This is an optimization exercise on Yosys and OpenROAD, whose aim is small area, not a production implementation.
Only simulation tests tie the RTL to the original design; equivalence was not proved.
Power and IR drop assume default switching activity.

==> inputs of run A <==
==> flow/design.v <==
package register_file_pkg;
  localparam int DATA_WIDTH_DEF = 32;
  localparam int ADDR_WIDTH_DEF = 5;
  localparam int NUM_REGS_DEF   = 2 ** ADDR_WIDTH_DEF;
  typedef logic [DATA_WIDTH_DEF-1:0] word_t;
endpackage
module rf_read_port
#(
  parameter int DATA_WIDTH = register_file_pkg::DATA_WIDTH_DEF,
  parameter int ADDR_WIDTH = register_file_pkg::ADDR_WIDTH_DEF
) (
  input  logic [2**ADDR_WIDTH-1:0][DATA_WIDTH-1:0] regs,
  input  logic [ADDR_WIDTH-1:0]                    addr,
  output logic [DATA_WIDTH-1:0]                    data
);
  always_comb begin
    data = regs[addr];
    if (addr == '0) begin
      data = '0;
    end
  end
endmodule
module register_file
#(
  parameter int DATA_WIDTH = register_file_pkg::DATA_WIDTH_DEF,
  parameter int ADDR_WIDTH = register_file_pkg::ADDR_WIDTH_DEF
) (
  input  logic                  clk,
  input  logic                  rst,
  input  logic [ADDR_WIDTH-1:0] ReadAddress1,
  input  logic [ADDR_WIDTH-1:0] ReadAddress2,
  input  logic [ADDR_WIDTH-1:0] WriteAddress,
  input  logic [DATA_WIDTH-1:0] WriteData,
  input  logic                  ReadWriteEn,
  output logic [DATA_WIDTH-1:0] ReadData1,
  output logic [DATA_WIDTH-1:0] ReadData2
);
  localparam int NUM_REGS = 2 ** ADDR_WIDTH;
  logic [NUM_REGS-1:0][DATA_WIDTH-1:0] regs;
  always_ff @(posedge clk or posedge rst) begin
    if (rst) begin
      regs <= '0;
    end else if (ReadWriteEn && (WriteAddress != '0)) begin
      regs[WriteAddress] <= WriteData;
    end
  end
  rf_read_port #(
    .DATA_WIDTH(DATA_WIDTH),
    .ADDR_WIDTH(ADDR_WIDTH)
  ) u_read_port1 (
    .regs(regs),
    .addr(ReadAddress1),
    .data(ReadData1)
  );
  rf_read_port #(
    .DATA_WIDTH(DATA_WIDTH),
    .ADDR_WIDTH(ADDR_WIDTH)
  ) u_read_port2 (
    .regs(regs),
    .addr(ReadAddress2),
    .data(ReadData2)
  );
endmodule
==> flow/run.sh <==
#!/bin/bash
# synth_recipe.tcl (not shown) runs the flow's synth.tcl, then flattens the netlist and writes it again
# the make line also repeats each setting of config.mk as NAME=value (left out here)
make -C /OpenROAD-flow-scripts/flow DESIGN_CONFIG=/design/flow/config.mk WORK_HOME=/design/flow/orfs CLKGATE_MAP_FILE= SYNTH_SCRIPT=/design/flow/synth_recipe.tcl finish
==> flow/config.mk <==
export PLATFORM = sky130hd
export DESIGN_NAME = register_file
export DESIGN_NICKNAME = register_file
export VERILOG_FILES = /design/flow/design.v
export SDC_FILE = /design/flow/constraint.sdc
export NUM_CORES = 4
export LEC_CHECK = 0
export CAP_MARGIN = 20
export CORE_MARGIN = 2
export CORE_UTILIZATION = 40
export SLEW_MARGIN = 20
==> flow/constraint.sdc <==
create_clock -name core_clock -period 5.5 [get_ports {clk}]
set_input_delay 1.1000 -clock core_clock [delete_from_list [all_inputs] [get_ports {clk}]]
set_output_delay 1.1000 -clock core_clock [all_outputs]
set_load 0.01 [all_outputs]
==> run G: changes against run A <==
--- a/flow/design.v
+++ b/flow/design.v
@@ -4,21 +4,65 @@
   localparam int NUM_REGS_DEF   = 2 ** ADDR_WIDTH_DEF;
   typedef logic [DATA_WIDTH_DEF-1:0] word_t;
 endpackage
+module rf_aoi222 (
+  input  logic [2:0] a,
+  input  logic [2:0] s,
+  output logic       y
+);
+  assign y = ~|(a & s);
+endmodule
+module rf_bit_mux (
+  input  logic [31:1] d,
+  input  logic [31:1] s,
+  output logic        y
+);
+  logic [9:0] n;
+  for (genvar g = 0; g < 10; g++) begin : g_aoi
+    rf_aoi222 u_aoi (
+      .a(d[3*g+3:3*g+1]),
+      .s(s[3*g+3:3*g+1]),
+      .y(n[g])
+    );
+  end
+  assign y = ~&n | (d[31] & s[31]);
+endmodule
 module rf_read_port
 #(
   parameter int DATA_WIDTH = register_file_pkg::DATA_WIDTH_DEF,
   parameter int ADDR_WIDTH = register_file_pkg::ADDR_WIDTH_DEF
 ) (
-  input  logic [2**ADDR_WIDTH-1:0][DATA_WIDTH-1:0] regs,
+  input  logic [2**ADDR_WIDTH-1:1][DATA_WIDTH-1:0] regs,
+  input  logic [2**ADDR_WIDTH-1:1]                 valid,
   input  logic [ADDR_WIDTH-1:0]                    addr,
   output logic [DATA_WIDTH-1:0]                    data
 );
+  localparam int NUM_REGS = 2 ** ADDR_WIDTH;
+  logic [NUM_REGS-1:1] sel;
   always_comb begin
-    data = regs[addr];
-    if (addr == '0) begin
-      data = '0;
+    for (int r = 1; r < NUM_REGS; r++) begin
+      sel[r] = (addr == ADDR_WIDTH'(r)) && valid[r];
     end
   end
+  for (genvar b = 0; b < DATA_WIDTH; b++) begin : g_bit
+    logic [NUM_REGS-1:1] col;
+    for (genvar r = 1; r < NUM_REGS; r++) begin : g_col
+      assign col[r] = regs[r][b];
+    end
+    rf_bit_mux u_mux (
+      .d(col),
+      .s(sel),
+      .y(data[b])
+    );
+  end
+endmodule
+module rf_hold_mux (
+  input  logic we,
+  input  logic we_n,
+  input  logic d,
+  input  logic q,
+  output logic y
+);
+  assign y = (we & d) | (we_n & q);
 endmodule
 module register_file
 #(
@@ -36,12 +80,36 @@
   output logic [DATA_WIDTH-1:0] ReadData2
 );
   localparam int NUM_REGS = 2 ** ADDR_WIDTH;
-  logic [NUM_REGS-1:0][DATA_WIDTH-1:0] regs;
+  logic [NUM_REGS-1:1][DATA_WIDTH-1:0] regs;
+  logic [NUM_REGS-1:1][DATA_WIDTH-1:0] regs_next;
+  logic [NUM_REGS-1:1]                 valid;
+  logic [NUM_REGS-1:1]                 we;
+  logic [NUM_REGS-1:1]                 we_n;
+  always_comb begin
+    for (int r = 1; r < NUM_REGS; r++) begin
+      we[r]   = ReadWriteEn && (WriteAddress == ADDR_WIDTH'(r));
+      we_n[r] = !we[r];
+    end
+  end
+  for (genvar r = 1; r < NUM_REGS; r++) begin : g_row
+    for (genvar b = 0; b < DATA_WIDTH; b++) begin : g_bit
+      rf_hold_mux u_hold (
+        .we  (we[r]),
+        .we_n(we_n[r]),
+        .d   (WriteData[b]),
+        .q   (regs[r][b]),
+        .y   (regs_next[r][b])
+      );
+    end
+  end
+  always_ff @(posedge clk) begin
+    regs <= regs_next;
+  end
   always_ff @(posedge clk or posedge rst) begin
     if (rst) begin
-      regs <= '0;
-    end else if (ReadWriteEn && (WriteAddress != '0)) begin
-      regs[WriteAddress] <= WriteData;
+      valid <= '0;
+    end else begin
+      valid <= valid | we;
     end
   end
   rf_read_port #(
@@ -49,6 +117,7 @@
     .ADDR_WIDTH(ADDR_WIDTH)
   ) u_read_port1 (
     .regs(regs),
+    .valid(valid),
     .addr(ReadAddress1),
     .data(ReadData1)
   );
@@ -57,6 +126,7 @@
     .ADDR_WIDTH(ADDR_WIDTH)
   ) u_read_port2 (
     .regs(regs),
+    .valid(valid),
     .addr(ReadAddress2),
     .data(ReadData2)
   );
==> flow/flow/run.sh (new file) <==
#!/bin/bash
# Layout flow: the standard ORFS flow (standard.sh), with two changes:
#  - the port buffers are sky130_fd_sc_hd__buf_1 (timing repair resizes them
#    where needed) instead of the delay buffer buffer_ports picks by default;
#  - clock tree synthesis clusters more flip-flops per leaf buffer and
#    inserts no dummy loads.
# make's full output goes to make_finish.log here; ORFS's own per-step logs
# are under orfs/logs/.
set -euo pipefail
cd "$(dirname "$0")/.."
bash standard.sh \
  'BUFFER_PORTS_ARGS=-buffer_cell sky130_fd_sc_hd__buf_1' \
  'CTS_ARGS=-sink_clustering_enable -repair_clock_nets -dont_use_dummy_load -sink_clustering_size 30 -sink_clustering_max_diameter 80' \
  finish > make_finish.log 2>&1
==> flow/standard.sh (new file) <==
#!/bin/bash
# synth_recipe.tcl (not shown) runs the flow's synth.tcl, then flattens the netlist and writes it again
# the make line also repeats each setting of config.mk as NAME=value (left out here)
make -C /OpenROAD-flow-scripts/flow DESIGN_CONFIG=/design/flow/config.mk WORK_HOME=/design/flow/orfs CLKGATE_MAP_FILE= SYNTH_SCRIPT=/design/flow/synth_recipe.tcl "${@:-finish}"
--- a/flow/config.mk
+++ b/flow/config.mk
@@ -7,5 +7,6 @@
 export LEC_CHECK = 0
 export CAP_MARGIN = 20
 export CORE_MARGIN = 2
-export CORE_UTILIZATION = 40
+export CORE_UTILIZATION = 55
 export SLEW_MARGIN = 20
+export SYNTH_HIERARCHICAL = 1
removed: flow/run.sh
==> notes.md <==
Against run A, the cell count of run G is smaller by 20%. Between run G and run A, the lower setup slack is in run G (gap 0.15 ns). Of run G and run A, run A has the higher sequential cell count (gap 1). Run A completed with no timing, DRC or antenna violations. Run G completed with no timing, DRC or antenna violations. Between run A and run G, the lower total power is in run G (gap about 50%, measured against run G). Against run A, the via count of run G is larger by about 18%. In run G the non-clock buffer count is lower than in run A, by 48. Of run A and run G, run G has the higher register-to-register slack (gap 0.06 ns). Fmax: run G is lower than run A (2.9%). Between run A and run G, the lower hold slack is in run A (gap 0.092 ns). In run A the wire length is lower than in run G, by about 12%.
==> figures <==
quantity	run G	run A
Pin slew with the least headroom to its limit	1.43 ns	1.16 ns
Run status	finished clean	finished clean
Maximum clock rate	194 MHz	200 MHz
Area after DPL	0.0421 sq mm	0.0587 sq mm
Area-dominant cell class after layout	sequential cells	multi-input gates
Area enclosed by the die boundary	0.0729 sq mm	0.140 sq mm
Non-clock inverter count in the final layout	1	8
Clock network power consumption	3.91 mW	7.77 mW
Worst slew margin relative to its limit	0.0479	0.229
Distinct cell type count of the synthesized netlist	33	46
Internal cell power	11.5 mW	17.8 mW
Core occupancy in the finished layout	0.619	0.460
Routed wire length on met2	78300 microns	85100 microns
Number of global-route vias before repair	39035	36170
Sequential cell area fraction in the yosys report	0.530	0.468
Count of flip-flops and latches	1023	1024
Post-layout minimum cycle time	5.15 ns	5.00 ns
First-pass GRT wire length	286000 microns	266000 microns
Horiz. Die Dim	270 microns	374 microns
Buffering stage count on the worst path with inverters included	2	3
Final non-clock buffer share	0.0437	0.0528
# H-tree levels	2	3

==> what the ideal ports hide <==
Ports are ideal in the flow. The routed layouts listed here were re-timed in OpenROAD.
Step 1 sets driving cells, clkbuf_16 on the clock port and buf_2 on the other inputs (assumed; they add their load-dependent delay and slew).
Step 2 times the ports against the registers' clock, not the clock port: input delays grow and output delays shrink by t, the midpoint of the rising clock arrivals with the driver on.
a / b / c = ideal ports / drivers / drivers and shift; a / b = the first two.
| run | t (ns) | setup slack, ns | hold WS [ns] |
|---|---|---|---|
| run A | 0.820 | 0.502 / 0.476 / 0.476 | 0.392 / 0.392 / 0.392 |
| run G | 0.728 | 0.351 / 0.296 / 0.296 | 0.484 / 0.475 / 0.484 |
After both steps every run listed still meets setup and hold. The setup slack of run G, which loses most, moves by -0.055 ns with the drivers and by -0.055 ns with both steps.
